This design comes from an exercise in tuning for small area, a short achievable clock period and few clock cycles on the open sky130 flow, not from production work. The RTL was checked by simulation tests, not by an equivalence proof against the original design. Power is estimated from default activity; no workload was simulated.

`design/flow/config.mk`:
```
export PLATFORM = sky130hd
export DESIGN_NAME = positional_list_engine
export DESIGN_NICKNAME = positional_list_engine
export VERILOG_FILES = /design/flow/design.v
export SDC_FILE = /design/flow/constraint.sdc
export NUM_CORES = 4
export LEC_CHECK = 0
export CAP_MARGIN = 20
export CORE_MARGIN = 2
export CORE_UTILIZATION = 40
export PLACE_DENSITY = 0.6
export SLEW_MARGIN = 20
```
`design/flow/constraint.sdc`:
```
create_clock -name core_clock -period 5.0 [get_ports {clk}]
set_input_delay 1.0000 -clock core_clock [delete_from_list [all_inputs] [get_ports {clk}]]
set_output_delay 1.0000 -clock core_clock [all_outputs]
set_load 0.01 [all_outputs]
```
`design/flow/design.v`:
```
`default_nettype none
package ple_pkg;
	localparam int DefCapacity = 64;
	localparam int OpW     = 2;
	localparam int PosW    = 7;
	localparam int ValW    = 32;
	localparam int CntOutW = 7;
	localparam int InDataW  = 48;
	localparam int OutDataW = 48;
	localparam int OutPadW  = OutDataW - (ValW + 1 + 2 + CntOutW);
	typedef enum logic [1:0] {
		OP_INSERT = 2'd0,
		OP_DELETE = 2'd1,
		OP_READ   = 2'd2,
		OP_SEARCH = 2'd3
	} op_t;
	typedef enum logic [1:0] {
		ST_DONE  = 2'd0,
		ST_RANGE = 2'd1,
		ST_FULL  = 2'd2
	} status_t;
	typedef struct packed {
		logic signed [ValW-1:0] value;
		logic [PosW-1:0]        position;
		op_t                    op;
	} req_t;
	typedef struct packed {
		logic signed [ValW-1:0] read_value;
		logic                   found;
		status_t                status;
	} res_t;
endpackage
`default_nettype wire
`default_nettype none
module ple_ram #(
	parameter int WIDTH = 32,
	parameter int DEPTH = 64,
	localparam int AW = $clog2(DEPTH)
) (
	input  wire logic             clk,
	input  wire logic             we,
	input  wire logic [AW-1:0]    waddr,
	input  wire logic [WIDTH-1:0] wdata,
	input  wire logic             re,
	input  wire logic [AW-1:0]    raddr,
	output logic      [WIDTH-1:0] rdata
);
	logic [WIDTH-1:0] mem_q [DEPTH];
	logic [WIDTH-1:0] rdata_q;
	always_ff @(posedge clk) begin
		if (we) begin
			mem_q[waddr] <= wdata;
		end
		if (re) begin
			rdata_q <= mem_q[raddr];
		end
	end
	assign rdata = rdata_q;
endmodule
`default_nettype wire
`default_nettype none
module ple_ctrl
#(
	parameter int CAPACITY = ple_pkg::DefCapacity,
	localparam int AW = $clog2(CAPACITY),
	localparam int CW = $clog2(CAPACITY + 1)
) (
	input  wire logic            clk,
	input  wire logic            arst_n,
	input  wire logic            req_valid,
	output logic                 req_ready,
	input  ple_pkg::req_t         req,
	output logic                 res_valid,
	input  wire logic            res_ready,
	output ple_pkg::res_t        res,
	output logic [CW-1:0]        cnt,
	output logic                 ram_we,
	output logic [AW-1:0]        ram_waddr,
	output logic [ple_pkg::ValW-1:0]      ram_wdata,
	output logic                 ram_re,
	output logic [AW-1:0]        ram_raddr,
	input  wire logic [ple_pkg::ValW-1:0] ram_rdata
);
	localparam int CMPW = (CW > ple_pkg::PosW) ? CW : ple_pkg::PosW;
	typedef enum logic [6:0] {
		S_IDLE = 7'b0000001,
		S_MOVE = 7'b0000010,
		S_FIN  = 7'b0000100,
		S_RDA  = 7'b0001000,
		S_RDD  = 7'b0010000,
		S_SCAN = 7'b0100000,
		S_DONE = 7'b1000000
	} state_t;
	state_t          state_q, state_d;
	logic [CW-1:0]   cnt_q, cnt_d;
	logic            rd_on_q, rd_on_d;
	logic            mv_q, mv_d;
	logic [AW-1:0]   src_q, src_d;
	logic [AW-1:0]   last_q, last_d;
	logic [AW-1:0]   dst_q, dst_d;
	logic [AW-1:0]   pos_q, pos_d;
	ple_pkg::op_t             op_q, op_d;
	logic [ple_pkg::ValW-1:0] val_q, val_d;
	ple_pkg::res_t            res_q, res_d;
	logic [CMPW-1:0] pos_x, pos_p1_x, cnt_x;
	logic [AW-1:0]   pos_a, cnt_m1_a;
	logic            full, down;
	logic [AW-1:0]   src_up, src_dn;
	assign pos_x    = CMPW'(req.position);
	assign pos_p1_x = pos_x + CMPW'(1);
	assign cnt_x    = CMPW'(cnt_q);
	assign pos_a    = AW'(req.position);
	assign cnt_m1_a = AW'(cnt_q - CW'(1));
	assign full     = (cnt_q == CW'(CAPACITY));
	assign down   = (op_q == ple_pkg::OP_INSERT);
	assign src_up = src_q + AW'(1);
	assign src_dn = src_q - AW'(1);
	always_comb begin
		state_d   = state_q;
		cnt_d     = cnt_q;
		rd_on_d   = rd_on_q;
		mv_d      = 1'b0;
		src_d     = src_q;
		last_d    = last_q;
		dst_d     = dst_q;
		pos_d     = pos_q;
		op_d      = op_q;
		val_d     = val_q;
		res_d     = res_q;
		ram_we    = 1'b0;
		ram_waddr = dst_q;
		ram_wdata = ram_rdata;
		ram_re    = 1'b0;
		ram_raddr = src_q;
		case (state_q)
			S_IDLE: begin
				if (req_valid) begin
					op_d             = req.op;
					pos_d            = pos_a;
					val_d            = req.value;
					res_d.read_value = '0;
					res_d.found      = 1'b0;
					res_d.status     = ple_pkg::ST_DONE;
					state_d          = S_DONE;
					case (req.op)
						ple_pkg::OP_INSERT: begin
							if (pos_x > cnt_x) begin
								res_d.status = ple_pkg::ST_RANGE;
							end else if (full) begin
								res_d.status = ple_pkg::ST_FULL;
							end else if (pos_x == cnt_x) begin
								state_d = S_FIN;
							end else begin
								src_d   = cnt_m1_a;
								last_d  = pos_a;
								rd_on_d = 1'b1;
								state_d = S_MOVE;
							end
						end
						ple_pkg::OP_DELETE: begin
							if (pos_x >= cnt_x) begin
								res_d.status = ple_pkg::ST_RANGE;
							end else if (pos_p1_x == cnt_x) begin
								state_d = S_FIN;
							end else begin
								src_d   = AW'(pos_p1_x);
								last_d  = cnt_m1_a;
								rd_on_d = 1'b1;
								state_d = S_MOVE;
							end
						end
						ple_pkg::OP_READ: begin
							if (pos_x >= cnt_x) begin
								res_d.status = ple_pkg::ST_RANGE;
							end else begin
								src_d   = pos_a;
								state_d = S_RDA;
							end
						end
						default: begin
							if (cnt_q != '0) begin
								src_d   = '0;
								last_d  = cnt_m1_a;
								rd_on_d = 1'b1;
								state_d = S_SCAN;
							end
						end
					endcase
				end
			end
			S_MOVE: begin
				ram_re = rd_on_q;
				mv_d   = rd_on_q;
				ram_we = mv_q;
				if (rd_on_q) begin
					dst_d = down ? src_up : src_dn;
					if (src_q == last_q) begin
						rd_on_d = 1'b0;
					end else begin
						src_d = down ? src_dn : src_up;
					end
				end else begin
					state_d = S_FIN;
				end
			end
			S_FIN: begin
				if (op_q == ple_pkg::OP_INSERT) begin
					ram_we    = 1'b1;
					ram_waddr = pos_q;
					ram_wdata = val_q;
					cnt_d     = cnt_q + CW'(1);
				end else begin
					cnt_d = cnt_q - CW'(1);
				end
				state_d = S_DONE;
			end
			S_RDA: begin
				ram_re  = 1'b1;
				state_d = S_RDD;
			end
			S_RDD: begin
				res_d.read_value = ram_rdata;
				state_d          = S_DONE;
			end
			S_SCAN: begin
				ram_re = rd_on_q;
				mv_d   = rd_on_q;
				if (rd_on_q) begin
					if (src_q == last_q) begin
						rd_on_d = 1'b0;
					end else begin
						src_d = src_up;
					end
				end
				if (mv_q && (ram_rdata == val_q)) begin
					res_d.found = 1'b1;
					rd_on_d     = 1'b0;
					state_d     = S_DONE;
				end else if (mv_q && !rd_on_q) begin
					state_d = S_DONE;
				end
			end
			S_DONE: begin
				if (res_ready) begin
					state_d = S_IDLE;
				end
			end
			default: begin
				state_d = S_IDLE;
			end
		endcase
	end
	always_ff @(posedge clk or negedge arst_n) begin
		if (!arst_n) begin
			state_q <= S_IDLE;
			cnt_q   <= '0;
			rd_on_q <= 1'b0;
			mv_q    <= 1'b0;
		end else begin
			state_q <= state_d;
			cnt_q   <= cnt_d;
			rd_on_q <= rd_on_d;
			mv_q    <= mv_d;
		end
	end
	always_ff @(posedge clk) begin
		src_q  <= src_d;
		last_q <= last_d;
		dst_q  <= dst_d;
		pos_q  <= pos_d;
		op_q   <= op_d;
		val_q  <= val_d;
		res_q  <= res_d;
	end
	assign req_ready = (state_q == S_IDLE);
	assign res_valid = (state_q == S_DONE);
	assign res       = res_q;
	assign cnt       = cnt_q;
endmodule
`default_nettype wire
`default_nettype none
module positional_list_engine
#(
	parameter int CAPACITY = ple_pkg::DefCapacity
) (
	input  wire logic                clk,
	input  wire logic                arst_n,
	input  wire logic                s_axis_tvalid,
	output logic                     s_axis_tready,
	input  wire logic [ple_pkg::InDataW-1:0]  s_axis_tdata,
	output logic                     m_axis_tvalid,
	input  wire logic                m_axis_tready,
	output logic [ple_pkg::OutDataW-1:0]      m_axis_tdata
);
	localparam int AW = $clog2(CAPACITY);
	localparam int CW = $clog2(CAPACITY + 1);
	ple_pkg::req_t            req;
	ple_pkg::res_t            res;
	logic            res_valid, res_ready;
	logic [CW-1:0]   cnt;
	logic            ram_we, ram_re;
	logic [AW-1:0]   ram_waddr, ram_raddr;
	logic [ple_pkg::ValW-1:0] ram_wdata, ram_rdata;
	logic                out_valid_q;
	logic [ple_pkg::OutDataW-1:0] out_data_q;
	assign req.op       = ple_pkg::op_t'(s_axis_tdata[ple_pkg::OpW-1:0]);
	assign req.position = s_axis_tdata[ple_pkg::OpW +: ple_pkg::PosW];
	assign req.value    = s_axis_tdata[ple_pkg::OpW + ple_pkg::PosW +: ple_pkg::ValW];
	ple_ctrl #(
		.CAPACITY (CAPACITY)
	) u_ctrl (
		.clk       (clk),
		.arst_n    (arst_n),
		.req_valid (s_axis_tvalid),
		.req_ready (s_axis_tready),
		.req       (req),
		.res_valid (res_valid),
		.res_ready (res_ready),
		.res       (res),
		.cnt       (cnt),
		.ram_we    (ram_we),
		.ram_waddr (ram_waddr),
		.ram_wdata (ram_wdata),
		.ram_re    (ram_re),
		.ram_raddr (ram_raddr),
		.ram_rdata (ram_rdata)
	);
	ple_ram #(
		.WIDTH (ple_pkg::ValW),
		.DEPTH (CAPACITY)
	) u_entries (
		.clk   (clk),
		.we    (ram_we),
		.waddr (ram_waddr),
		.wdata (ram_wdata),
		.re    (ram_re),
		.raddr (ram_raddr),
		.rdata (ram_rdata)
	);
	assign res_ready = !out_valid_q || m_axis_tready;
	always_ff @(posedge clk or negedge arst_n) begin
		if (!arst_n) begin
			out_valid_q <= 1'b0;
		end else if (res_valid && res_ready) begin
			out_valid_q <= 1'b1;
		end else if (m_axis_tready) begin
			out_valid_q <= 1'b0;
		end
	end
	always_ff @(posedge clk) begin
		if (res_valid && res_ready) begin
			out_data_q <= {{ple_pkg::OutPadW{1'b0}}, ple_pkg::CntOutW'(cnt), res.status, res.found,
				res.read_value};
		end
	end
	assign m_axis_tvalid = out_valid_q;
	assign m_axis_tdata  = out_data_q;
endmodule
`default_nettype wire
```
`design/flow/run.sh`:
```
#!/bin/bash
# synth_recipe.tcl (not shown) runs the flow's synth.tcl, then flattens the netlist and writes it again
# the make line also repeats each setting of config.mk as NAME=value (left out here)
make -C /OpenROAD-flow-scripts/flow DESIGN_CONFIG=/design/flow/config.mk WORK_HOME=/design/flow/orfs CLKGATE_MAP_FILE= SYNTH_SCRIPT=/design/flow/synth_recipe.tcl finish
```
==> summary.txt <==
Critical path
  • CP Cell Sequence: nor3_2 > nand4_1 > o22ai_1 > nand2_1 > nor2_4 > buf_4
  • FF-to-FF Start: u_ctrl.state_q[4]
  • CP required: 5480 ps
  • Worst Path Max Fanout: 32
  • CP delay by family, top: simple AND/OR/NAND/NOR gates
  • Worst setup path class: reg2reg
  • Crit end category: register
  • Critical path's largest stage delay: 880 ps
  • Crit start category: register
  • R2R depth: 6
  • Worst R2R End: u_entries.mem_q[57][8]
  • CP arrival: 4640 ps
  • Critical path's slowest cell: o22ai_1
  • Worst path bufs/invs: 1
  • Register-to-register setup slack: 850 ps

Global routing
  • First-pass GRT wire length: 339000 um
  • GR Util All Layers: 21.5%
  • Largest net degree at the start of global routing: 75
  • Vias in the first global route: 44900
  • Grt ovf: 0
  • Antenna violations before repair: 13

Clock network
  • Clk sinks: 2232
  • Post-CTS Setup Bufs: 0
  • Bufs on Longest Clock Path: 3
  • Hold buffers post-CTS: 0
  • Clock slew at reported path FFs: 60 ps
  • CTS tree: yes
  • Post-cts resize count: 0
  • Root Buffer: clkbuf_16
  • Clk latency of the worst-skew pair: 870 ps
  • CTS buffer count: 223
  • H-tree Lvls: 4

Timing
  • Slew at the pin with the worst max-slew slack: 1170 ps
  • Final setup violation count: 0
  • F_max: 241 MHz
  • Final Hold Vio Count: 0
  • Max Slew Vio Count: 0
  • Clock Skew: 30.2 ps
  • RSZ-0062 raised after global routing: no
  • Max transition margin: 22.0%
  • Final min period: 4150 ps
  • Total Neg Setup Slack: 0 ps
  • Fin crit share: 83.1%

Power
  • Total power draw: 51.2 mW
  • Leak Pwr: 31.9 nW
  • Maximum VDD drop: 0.000369 V
  • PD cells: 510 mW/mm^2

Final layout
  • Synthesis-to-finish area growth: 14.9%
  • Final Cell Area: 0.100 sq mm
  • Share of layout cells above drive strength 1: 22.5%
  • Post-layout net count: 4748
  • Fillers: 17900

Synthesis
  • Post-synth ARST share: 0.762%
  • Yosys Warn Count: 3
  • Sequential-to-total area share from yosys stat: 76.7%
  • Most frequent cell after synthesis: edfxtp_1
  • Top-area cell type share of the netlist area: 76.2%
  • Top_reg_cell synth: edfxtp_1
  • Number of synthesized flops with an enable pin: 2215
  • Netlist cell types: 77
  • Area leader, netlist: edfxtp_1
  • Synth top cells by count: 2215 x edfxtp_1, 422 x mux4_2, 294 x nand2_1
  • Seq cells post-synth: 2232
  • Synthesized instance count: 4376
  • Post-Syn Area per Cell: 20.0 sq um
  • Post-Syn Area: 0.0873 sq mm
  • Synth area leaders: edfxtp_1 76%, mux4_2 11%, mux2i_1 2.9%, nand2_1 1.3%, o221ai_1 0.98%

Route
  • DRT antenna net count: 0
  • Vias: 45200
  • DRC viols: 0
  • DR pass1 iterations: 5
  • WL final: 242000 um
  • Vias/cell: 5.85
  • WL/cell: 31.3 um
  • Detailed Route Iter0 Violations: 6163

Floorplanning
  • Die W: 471 um
  • Starting Density: 40.2%
  • Rows: 171
  • DIE AREA: 0.222 sq mm
  • Core box area: 0.217 sq mm
  • Top Ports: 102
  • Die Y: 471 um

Placement
  • RD Place Congestion: 0.851
  • Cell Area, Placed: 0.0932 sq mm
  • Detailed placer's ending HPWL: 135000 um
  • Buffers on Ports: 88

Run
  • Max_cap viols: 0

Hold path
  • Endpoint, Worst Hold: out_data_q[16]
  • Hold Startpoint: u_ctrl.res_q[19]
  • Hold depth: 0
  • Type of the tightest min-delay check: reg2reg

Run status
  • Status: complete, no violations
-- sequential cells by signal (all words and copies together), names as in the netlist, 6 cells and up --
register,cells
u_ctrl.pos_q,6
u_ctrl.dst_q,6
u_entries.rdata_q,32
u_ctrl.last_q,6
out_data_q,42
u_ctrl.res_q,35
u_ctrl.cnt_q,7
u_entries.mem_q,2048
u_ctrl.state_q,7
u_ctrl.val_q,32
u_ctrl.src_q,6
-- placed cells by master (no fill, tap or decap), types with 8 or more instances in the layout --
master | Yosys | final
a21oi_1 | 109 | 109
xnor2_1 | 43 | 43
mux4_2 | 422 | 422
nand4_1 | 17 | 17
nand3b_1 | 8 | 8
clkinvlp_4 | 0 | 9
o221ai_1 | 98 | 98
nand2_1 | 294 | 262
inv_1 | 25 | 23
bufinv_16 | 0 | 17
a22oi_1 | 9 | 9
ha_1 | 17 | 17
mux2_2 | 14 | 14
nand2_4 | 0 | 11
nand3_1 | 71 | 71
edfxtp_1 | 2215 | 2215
clkbuf_1 | 102 | 44
nand2_2 | 0 | 21
dfrtp_1 | 16 | 16
o22ai_1 | 48 | 48
a211oi_1 | 8 | 8
mux2i_1 | 250 | 250
nor2_4 | 0 | 65
buf_4 | 37 | 191
buf_12 | 1 | 37
and2_1 | 34 | 34
nor3_1 | 17 | 15
clkbuf_16 | 0 | 226
nor2_1 | 177 | 112
clkinv_1 | 2 | 64
xor2_1 | 22 | 22
a311oi_1 | 11 | 11
and3_1 | 10 | 10
o21ai_0 | 68 | 67
clkdlybuf4s50_1 | 0 | 88
clkinv_2 | 0 | 37
-- cell families after synthesis --
logic type	count (synthesis)	synth area share (%)
flip-flops	2232	76.7
multiplexers	686	13.9
AND/OR/NAND/NOR	678	3.44
AO/OA/AOI/OAI	425	3.31
buffers and inverters	271	1.72
XOR/XNOR	66	0.678
adder cells (fa/ha/maj)	17	0.244
other	1	0.00429
-- metal layers --
metal | track usage [%] | up-vias | share of wire (%)
li1 | - | 18600 | -
met1 | 29.8 | 24100 | 41
met2 | 34.2 | 2106 | 47
met3 | 4.13 | 375 | 8.7
met4 | 7.50 | 2 | 3.6
met5 | 0 | - | 0.0054
-- stage by stage --
stage | instances | worst slack, ps | utilization (%) | hold slack, ps
2_1_floorplan | 4381 | 548 | - | 400
6_report | 7726 | 847 | 46.2 | 414
5_1_grt | 7720 | 782 | 46.2 | 425
3_3_place_gp | 7305 | 811 | 42.9 | 402
3_5_place_dp | 7306 | 842 | 42.9 | 405
4_1_cts | 7717 | 1040 | 46.1 | 419
-- worst max path at each step --
stage | slack, ps | cells after the start | to | startpoint
after floorplan | 550 | 4 | u_entries.mem_q[0][4] | u_ctrl.state_q[4]
final | 850 | 6 | u_entries.mem_q[57][8] | u_ctrl.state_q[4]
after detailed placement | 840 | 9 | u_ctrl.last_q[3] | s_axis_tdata[2]
after global routing | 780 | 6 | u_entries.mem_q[57][2] | u_ctrl.state_q[4]
after CTS | 1040 | 7 | u_entries.mem_q[1][13] | u_ctrl.state_q[3]
after global placement | 810 | 9 | u_ctrl.last_q[3] | s_axis_tdata[2]
-- report_power, final --
part	switching (mW)	total, mW	internal (mW)
sequential	0.370	22.2	21.8
clock	7.04	16.2	9.13
combinational	8.22	12.8	4.61
-- area by class of cell --
class                           instances  area [sq um]  share of cell area (%)
Sequential cell                      2232         66900                    66.7
Multi-Input combinational cell       1878         19600                    19.5
Clock buffer                          270          5820                    5.80
Tap cell                             2854          3570                    3.56
Timing Repair Buffer                  317          3080                    3.07
Clock inverter                        141          1200                    1.20
Inverter                               27           109                   0.109
Antenna cell                            7          17.5                  0.0175
Testbench counts, summed over its fixed seeds: cycles 93,665.

==> afterwards: timing with drivers on the ports <==
No port has a modelled driver above. Below, the same layout with a new extraction and two added sets of constraints. Step 1, drivers: a clkbuf_16 drives clk and a buf_2 each remaining input, both assumed. Step 2 times the ports against the registers' clock, not the clock port: input delays grow and output delays shrink by t, the midpoint of the rising clock arrivals with the driver on. Slacks: no drivers / after step 1 / after step 2; pairs: no drivers / after step 1.
t, ns: 0.942
slack for setup (ns): 0.847 / 0.847 / 0.731
slew at the worst register clock pin (ns): 0.07 / 0.07
worst slew at a driven data input, ns: 0.07
After both steps this run still meets setup and hold. For this run, drivers alone change the setup slack by 0.000 ns; drivers and shift together by -0.116 ns.
